This design comes from an exercise in tuning for small area, a short achievable clock period and few clock cycles on the open sky130 flow, not from production work.
Function was checked by simulation only, so behaviour that the tests miss may differ from the original.

==> design/flow/design.v <==
`default_nettype none
package mm_types_pkg;
  typedef logic [3:0] dim_t;
  typedef logic [7:0] byte_t;
  typedef logic signed [31:0] result_t;
  typedef union packed {
    byte_t [3:0] lanes;   
    struct packed {
      logic [15:0] hi;    
      logic [15:0] lo;    
    } dims;
  } mem_word_u;
endpackage
`default_nettype wire
`default_nettype none
package mm_map_pkg;
  typedef logic [7:0] addr_t;   
  localparam int MEM_WORDS = 256;
  localparam addr_t FM_BASE  = 8'd0;     
  localparam addr_t WM_BASE  = 8'd32;    
  localparam addr_t OUT_BASE = 8'd128;   
  localparam addr_t ADDR_COM1 = 8'd64;   
  localparam addr_t ADDR_COM2 = 8'd65;   
  localparam addr_t ADDR_FLAG = 8'd66;
  localparam logic [31:0] FLAG_START  = 32'd1;
  localparam logic [31:0] FLAG_FINISH = 32'd2;
endpackage
`default_nettype wire
`timescale 1ns/1ps
`default_nettype none
module mm_sys_top (
  input  wire                          arm_clk,
  input  wire                          rst,
  input  wire                          job_valid,
  input  wire [3:0]                    job_m,
  input  wire [3:0]                    job_n,
  input  wire [3:0]                    job_p,
  input  wire                          data_valid,
  input  wire [31:0]                   data_word,
  output logic                         result_valid,
  output logic [31:0]                  result_data,
  output logic                         busy,
  output logic                         done
);
  localparam logic [1:0] PH_F = 2'd0;   
  localparam logic [1:0] PH_W = 2'd1;   
  localparam logic [1:0] PH_O = 2'd2;   
  localparam logic [1:0] PH_E = 2'd3;   
  logic [1:0] phase;
  logic [2:0] mm1, nm1, pm1;   
  logic [2:0] k, i, j;
  logic       g;
  logic       v1, last1;
  logic [7:0][7:0][7:0] fr;   
  logic [7:0][7:0][7:0] wc;   
  wire accept = job_valid & ~busy;
  wire f_two  = mm1[2];    
  wire w_two  = pm1[2];    
  wire ld_f   = busy & (phase == PH_F) & data_valid;
  wire ld_w   = busy & (phase == PH_W) & data_valid;
  wire issue  = busy & (phase == PH_O);
  wire last0  = (i == mm1) & (j == pm1);
  always_ff @(posedge arm_clk or posedge rst) begin
    if (rst) begin
      busy         <= 1'b0;
      done         <= 1'b0;
      phase        <= PH_F;
      v1           <= 1'b0;
      last1        <= 1'b0;
      result_valid <= 1'b0;
    end else begin
      v1           <= issue;
      last1        <= issue & last0;
      result_valid <= v1;
      done         <= last1;
      if (accept) begin
        busy  <= 1'b1;
        phase <= PH_F;
      end else if (last1) begin
        busy <= 1'b0;
      end
      if (ld_f && (g == f_two) && (k == nm1)) phase <= PH_W;
      if (ld_w && (g == w_two) && (k == nm1)) phase <= PH_O;
      if (issue && last0) phase <= PH_E;
    end
  end
  always_ff @(posedge arm_clk) begin
    if (accept) begin
      mm1 <= job_m[2:0] - 3'd1;
      nm1 <= job_n[2:0] - 3'd1;
      pm1 <= job_p[2:0] - 3'd1;
      k   <= 3'd0;
      g   <= 1'b0;
      i   <= 3'd0;
      j   <= 3'd0;
    end
    if (ld_f || ld_w) begin
      if (g == (ld_f ? f_two : w_two)) begin
        g <= 1'b0;
        k <= (k == nm1) ? 3'd0 : k + 3'd1;
      end else begin
        g <= 1'b1;
      end
    end
    if (issue) begin
      if (j == pm1) begin
        j <= 3'd0;
        i <= i + 3'd1;
      end else begin
        j <= j + 3'd1;
      end
    end
  end
  always_ff @(posedge arm_clk) begin
    for (int l = 0; l < 4; l++) begin
      for (int h = 0; h < 2; h++) begin
        if (ld_f && g == h[0]) begin
          fr[4*h+l][0] <= data_word[8*l +: 8];
          for (int q = 1; q < 8; q++) fr[4*h+l][q] <= fr[4*h+l][q-1];
        end
        if (ld_w && g == h[0]) begin
          wc[4*h+l][0] <= data_word[8*l +: 8];
          for (int q = 1; q < 8; q++) wc[4*h+l][q] <= wc[4*h+l][q-1];
        end
      end
    end
  end
  logic [7:0][7:0]  frow, wcol;
  logic [7:0][15:0] prod_r;
  logic signed [18:0] sum;
  assign frow = fr[i];
  assign wcol = wc[j];
  for (genvar q = 0; q < 8; q++) begin : g_mul
    wire signed [8:0]  fop  = {1'b0, frow[q] & {8{q <= nm1}}};   
    wire signed [7:0]  wop  = wcol[q];
    wire signed [15:0] prod = fop * wop;
    always_ff @(posedge arm_clk) prod_r[q] <= prod;
  end
  always_comb begin
    sum = '0;
    for (int q = 0; q < 8; q++) sum = sum + {{3{prod_r[q][15]}}, prod_r[q]};
  end
  always_ff @(posedge arm_clk) result_data <= {{13{sum[18]}}, sum};
endmodule
`default_nettype wire
==> design/flow/run.sh <==
#!/bin/bash
# synth_recipe.tcl (not shown) runs the flow's synth.tcl, then flattens the netlist and writes it again
# the make line also repeats each setting of config.mk as NAME=value (left out here)
make -C /OpenROAD-flow-scripts/flow DESIGN_CONFIG=/design/flow/config.mk WORK_HOME=/design/flow/orfs CLKGATE_MAP_FILE= SYNTH_SCRIPT=/design/flow/synth_recipe.tcl finish
==> design/flow/config.mk <==
export PLATFORM = sky130hd
export DESIGN_NAME = mm_sys_top
export DESIGN_NICKNAME = mm_sys_top
export VERILOG_FILES = /design/flow/design.v
export SDC_FILE = /design/flow/constraint.sdc
export NUM_CORES = 4
export LEC_CHECK = 0
export CAP_MARGIN = 20
export CELL_PAD_IN_SITES_DETAIL_PLACEMENT = 1
export CORE_MARGIN = 2
export CORE_UTILIZATION = 30
export PLACE_DENSITY = 0.4
export SLEW_MARGIN = 20
export SYNTH_MEMORY_MAX_BITS = 16384
==> design/flow/constraint.sdc <==
create_clock -name core_clock -period 10.0 [get_ports {arm_clk}]
set_input_delay 2.0000 -clock core_clock [delete_from_list [all_inputs] [get_ports {arm_clk}]]
set_output_delay 2.0000 -clock core_clock [all_outputs]
set_load 0.01 [all_outputs]
==> run summary <==
## critical path: cells and delay by family (launching register included)
kind            cells  cell delay (ns)
fa+ha+maj           5             2.23
mux                 2             1.14
simple gates        4             1.05
flops               1             0.95
buf+inv             5             0.71
xor+xnor            1             0.41
compound gates      2             0.39
## logic make-up (layout without fill, tap and decap cells)
kind of cell	Yosys count	in the layout	synth area share
buf+inv	737	1026	0.04887
fa+ha+maj	740	740	0.1938
simple gates	769	769	0.05756
flops	1197	1197	0.5451
xor+xnor	121	121	0.01680
other cells	0	4	0
compound gates	235	235	0.02389
mux	378	378	0.1139
## synth_stat cells (9+ instances only)
master | number | area share
or2_2 | 84 | 0.0083
a21oi_1 | 58 | 0.0046
a21o_1 | 32 | 0.0038
or3_1 | 12 | 0.0012
mux4_1 | 15 | 0.0062
nand2b_1 | 51 | 0.0051
o21ai_0 | 54 | 0.0043
buf_2 | 42 | 0.0033
nand3_1 | 10 | 0.00079
nor2_1 | 409 | 0.024
o21a_1 | 15 | 0.0018
inv_1 | 607 | 0.036
and2_1 | 22 | 0.0022
clkbuf_1 | 42 | 0.0025
fa_1 | 395 | 0.13
nand4_1 | 9 | 0.00089
or2_1 | 17 | 0.0017
dfxtp_1 | 153 | 0.049
mux2i_4 | 9 | 0.0032
mux2_2 | 11 | 0.0020
edfxtp_1 | 1037 | 0.49
xor2_1 | 28 | 0.0039
nor2b_1 | 28 | 0.0028
mux4_2 | 241 | 0.086
nor3_1 | 23 | 0.0018
mux2i_1 | 98 | 0.016
nand2_1 | 61 | 0.0036
buf_4 | 27 | 0.0032
xnor2_1 | 93 | 0.013
ha_1 | 345 | 0.068
a211oi_1 | 22 | 0.0026
buf_6 | 11 | 0.0020
## state kept, by name, indices dropped and copies added, names as in the netlist, 19 cells and up
register,flops
fr,512
prod_r,128
result_data,19
wc,512
## metal layers
metal,vias up,track usage,wire length (µm)
met5,-,0,22
met2,413,0.2565,77790
met1,17060,0.2112,76120
met3,168,0.02326,5475
met4,4,0.03506,2865
li1,15071,-,-
## final timing paths
kind / endpoint / from
max: prod_r[95]$_DFF_P_ / i[0]$_DFF_P_
min: result_valid$_DFF_PP0_ / v1$_DFF_PP0_
max reg2reg: prod_r[95]$_DFF_P_ / i[0]$_DFF_P_
min reg2reg: result_valid$_DFF_PP0_ / v1$_DFF_PP0_
max in group asynchronous: busy$_DFFE_PP0P_ / rst
min in group asynchronous: done$_DFF_PP0_ / rst
## layout make-up
class	instances	share of cell area
clock buffer	181	0.05285
tap	2805	0.04863
timing repair buffer	158	0.02056
multi-input combinational	2243	0.3571
sequential	1197	0.4765
clock inverter	80	0.01264
antenna	4	0.0001387
inverter	607	0.03157
## through the flow
| stage | instances | setup slack [ns] | area, µm² | utilization | hold WS [ns] |
|---|---|---|---|---|---|
| 6_report | 7275 | 2.886 | 72160 | 0.3447 | 0.3543 |
| 5_1_grt | 7272 | 2.408 | 72160 | 0.3447 | 0.3706 |
| 4_1_cts | 7271 | 2.574 | 72150 | 0.3446 | 0.3604 |
| 3_5_place_dp | 7010 | 2.597 | 67420 | 0.3220 | 0.3403 |
| 3_3_place_gp | 7010 | 2.592 | 67400 | 0.3219 | 0.3466 |
| 2_1_floorplan | 4177 | 0.5186 | 63080 | - | 0.3312 |
==> results.json <==
{
  "final.min_clock_period_ns": 7.114,
  "cp_cell_sequence": "buf_4, mux4_2, mux2i_1, or2_1, nor2_1, fa_1, inv_1, fa_1, inv_1, fa_1, inv_1, fa_1, inv_1, ha_1, or4_1, o221a_2, nand3_1, a21oi_1, xnor2_1",
  "synth_seq_cells": 1197,
  "start_util": 0.3012,
  "layout_common_cells": "1,037 x edfxtp_1, 607 x inv_1, 408 x nor2_1, 395 x fa_1, 345 x ha_1",
  "htreeDepth": 4,
  "io_pins": 83,
  "rsz0062_at_grt": "no",
  "worstSetupStartpointType": "flop",
  "setup_violations": 0,
  "gp_congestion": 0.7579,
  "multiInputGateArea_um2": 25770,
  "postCtsSetupRepairBufs": 0,
  "holdPathStages": 0,
  "min_path_type": "flop to flop",
  "yosys_warnings": 1,
  "grt_overflow": 0,
  "area_growth_pct": 14.43,
  "fin_skew_ns": 0.05186,
  "fillerInstances": 21710,
  "clk_pin_slew_ns": 0.05,
  "hpwl_um": 123500,
  "cts_sinks": 1197,
  "grt_pass1_vias": 37035,
  "postSynthCellCount": 4177,
  "drt_iter0_drc": 1829,
  "final_hold_viol_count": 0,
  "nets": 5139,
  "reg2reg_depth": 19,
  "place.port_buffers": 79,
  "cts_tree": "built",
  "coreArea_um2": 209400,
  "dieArea_um2": 213900,
  "async_flop_share": 0.005848,
  "slew_viol_final": 0,
  "die_y_um": 462.5,
  "ys_types": 73,
  "die_w_um": 462.5,
  "cp_max_fo": 43,
  "cp.arrival_ns": 7.76,
  "rows": 168,
  "numCtsBuffers": 144,
  "status": "no timing/DRC/antenna violations",
  "reg2reg_setup_slack_ns": 2.89,
  "critPathRequiredTime_ns": 10.64,
  "cp_slowest_cell": "dfxtp_4",
  "final.setup.tns_ns": 0,
  "grt_max_degree": 165,
  "drcViolationCount": 0,
  "finalCritPeriodShare": 0.7114,
  "yosys_most_used_dff": "edfxtp_1",
  "layout-drive-gt1-share": 0.1556,
  "insertion_delay_ns": 0.81,
  "worstSetupEndpointType": "flop",
  "cts_root_buf": "clkbuf_16",
  "fmax_mhz": 140.6,
  "postCtsHoldBufs": 0,
  "cts_resized": 0,
  "worst_slew_pin_slew_ns": 1.203,
  "relSlewSlack": 0.1982,
  "synth_seq_area_share": 0.5451,
  "cts_buffer_depth": 3,
  "critical_path_class": "flop to flop",
  "synth_edf_count": 1037,
  "avgSynthCellArea_um2": 15.10,
  "seqCellArea_um2": 34390,
  "groute.usage.overall": 0.1539,
  "grt_first_pass_wirelength_um": 243200,
  "routed_wl_um": 162300,
  "max-cap-violations": 0,
  "viasPerCell": 4.497,
  "syn-cell-area_um2": 63070,
  "route.antenna.remaining_nets": 0,
  "drt_first_pass_iters": 5,
  "syn-num-nets": 4965,
  "mostFrequentLayoutCell": "edfxtp_1",
  "routedWlPerCell_um": 22.31,
  "critical-path-max-stage-delay_ns": 0.95,
  "antenna_found_initial": 20,
  "vias": 32716
}
Testbench counts, summed over its fixed seeds: cycles 5,204.

port drivers added, routing unchanged:
The results above use ideal ports. As a check the final layout listed here was re-extracted and re-timed, cells and wires unchanged. Step 1 assumes that a clkbuf_16 drives the clock port and a buf_2 every other input. Step 2 times the ports against the registers' clock, not the clock port: input delays grow and output delays shrink by t, the midpoint of the rising clock arrivals with the driver on. a / b / c = no drivers / after step 1 / after step 2; a / b = the first two.
t, ns: 0.867
setup WS [ns]: 2.886 / 2.886 / 2.886
worst data-port slew with drivers (ns): 0.12
cell pins on the clock port's net: 1
After both steps this run still meets setup and hold. The setup slack of this run moves by 0.000 ns with the drivers and by 0.000 ns with both steps.
